This design comes from an exercise in tuning for small area, a short achievable clock period and few clock cycles on the open sky130 flow, not from production work.
Where RTL was checked, it was by simulation tests only, not by an equivalence proof against the original.
No activity file was given, so power comes from the tool's default toggle rates.

// link_framer_top
module link_framer_top (
  input  logic       aclk,
  input  logic       aresetn,
  input  logic       in_tvalid,
  output logic       in_tready,
  input  logic [7:0] in_tdata,
  input  logic       in_tlast,
  output logic       out_tvalid,
  input  logic       out_tready,
  output logic [7:0] out_tdata,
  output logic       out_tlast
);
==> module link_framer_top, before the edit <==
module link_framer_top (
  input  logic       aclk,
  input  logic       aresetn,
  input  logic       in_tvalid,
  output logic       in_tready,
  input  logic [7:0] in_tdata,
  input  logic       in_tlast,
  output logic       out_tvalid,
  input  logic       out_tready,
  output logic [7:0] out_tdata,
  output logic       out_tlast
);
  logic s1;
  logic s0;
  logic rsv;
  logic esc_now;
  logic out_xfer;
  assign rsv     = (in_tdata[7:2] == 6'b011111) && (in_tdata[1:0] != 2'b00);
  assign esc_now = !s1 && rsv;
  assign out_tvalid     = in_tvalid || (s1 && !s0);
  assign out_tlast      = s1 && !s0;
  assign out_tdata[7]   = s0 && in_tdata[7];
  assign out_tdata[6:2] = s0 ? in_tdata[6:2] : 5'b11111;
  assign out_tdata[1]   = s0 ? (in_tdata[1] || esc_now) : s1;
  assign out_tdata[0]   = s0 ? (in_tdata[0] || esc_now) : !s1;
  assign in_tready = out_tready && s0 && !esc_now;
  assign out_xfer  = out_tvalid && out_tready;
  always_ff @(posedge aclk or negedge aresetn) begin
    if (!aresetn) begin
      s1 <= 1'b0;
      s0 <= 1'b0;
    end else if (out_xfer) begin
      case ({s1, s0})
        2'b00: begin
          s0 <= 1'b1;
        end
        2'b01: begin
          s1 <= rsv || in_tlast;
          s0 <= rsv || !in_tlast;
        end
        2'b11: begin
          s1 <= in_tlast;
          s0 <= !in_tlast;
        end
        default: begin
          s1 <= 1'b0;
        end
      endcase
    end
  end
endmodule
clock: 4.5 ns
lec_check: 0
cap_margin: 20
core_area: 3 3 61 61
cts_buf_list: sky130_fd_sc_hd__clkbuf_1
die_area: 0 0 64 64
slew_margin: 20
standard.sh (not shown) runs the stock make flow with config.mk's settings and CLKGATE_MAP_FILE= SYNTH_SCRIPT=/design/flow/synth_recipe.tcl, a recipe that flattens the netlist after the stock synthesis.
==> flow/flow/run.sh <==
#!/bin/bash
# The standard layout (the standard.sh) with extra ORFS settings:
# BUFFER_PORTS_ARGS="-buffer_cell sky130_fd_sc_hd__buf_1"
# make's full output goes to standard.log; each ORFS step keeps its own log under orfs/logs.
set -euo pipefail
bash standard.sh BUFFER_PORTS_ARGS="-buffer_cell sky130_fd_sc_hd__buf_1" finish > standard.log 2>&1
The baseline ran to the end with no violations.
Testbench counts at the start, summed over its fixed seeds: cycles 80,218.
Change:
==> flow/design.v (replaced) <==
`default_nettype none
package framing_pkg;
  localparam logic [7:0] start_byte  = 8'h7D;
  localparam logic [7:0] stop_byte   = 8'h7E;
  localparam logic [7:0] escape_byte = 8'h7F;
endpackage
`default_nettype wire
`timescale 1ns/1ps
`default_nettype none
import framing_pkg::*;
module link_framer_top (
  input  logic       aclk,
  input  logic       aresetn,
  input  logic       in_tvalid,
  output logic       in_tready,
  input  logic [7:0] in_tdata,
  input  logic       in_tlast,
  output logic       out_tvalid,
  input  logic       out_tready,
  output logic [7:0] out_tdata,
  output logic       out_tlast
);
  logic body;
  logic b;
  logic fresh;
  logic at_stop;
  logic at_start;
  logic esc_now;
  assign fresh    = body && b;
  assign at_stop  = !body && b;
  assign at_start = !body && !b;
  assign esc_now = fresh && (in_tdata[7:2] == 6'b011111) && (in_tdata[1:0] != 2'b00);
  assign out_tvalid     = in_tvalid || at_stop;
  assign out_tlast      = at_stop;
  assign out_tdata[7]   = body && in_tdata[7];
  assign out_tdata[6:2] = in_tdata[6:2] | {5{!body}};
  assign out_tdata[1]   = body ? (in_tdata[1] || esc_now) : at_stop;
  assign out_tdata[0]   = body ? (in_tdata[0] || esc_now) : at_start;
  assign in_tready = out_tready && body && !esc_now;
  always_ff @(posedge aclk or negedge aresetn) begin
    if (!aresetn) begin
      body <= 1'b0;
      b    <= 1'b0;
    end else if (body) begin
      body <= !(in_tvalid && in_tlast && in_tready);
      b    <= b ? (!in_tvalid || !out_tready || in_tready) : (in_tvalid && out_tready);
    end else if (b) begin
      b <= !out_tready;
    end else begin
      body <= in_tvalid && out_tready;
      b    <= in_tvalid && out_tready;
    end
  end
endmodule
`default_nettype wire
Effect: Wire length falls by roughly a tenth. Critical path depth does not change. Design area falls by a few percent. Clock-buffer cell count stays the same. Combinational power rises by a few percent. Core utilization falls by 0.72 points. First-iteration DRC count stays the same.
The RTL of the second run of this note was laid out without a check of its function.

==> what the ideal ports hide <==
How much do the figures lean on ideal ports? The routed layouts below were timed once more, with nothing changed but the port constraints. Step 1 (the two cells are an assumption about what drives the block):
set clk [get_ports {aclk}]
set_driving_cell -lib_cell sky130_fd_sc_hd__clkbuf_16 $clk
set_driving_cell -lib_cell sky130_fd_sc_hd__buf_2 [delete_from_list [all_inputs] $clk]
Step 2 times the ports against the registers' clock, not the clock port: input delays grow and output delays shrink by t, the midpoint of the rising clock arrivals with the driver on. Slacks: no drivers / after step 1 / after step 2; pairs: no drivers / after step 1.
run	t, ns	setup WS [ns]	clock arrival spread, ns	worst register clock-pin slew, ns	worst data-port slew with drivers (ns)
the first run	0.216	1.854 / 1.830 / 1.830	0.003 / 0.004	0.05 / 0.05	0.03
the second run	0.214	1.749 / 1.724 / 1.724	0.004 / 0.003	0.05 / 0.05	0.05
After both steps every run listed still meets setup and hold. The setup slack of the second run, which loses most, moves by -0.025 ns with the drivers and by -0.025 ns with both steps.
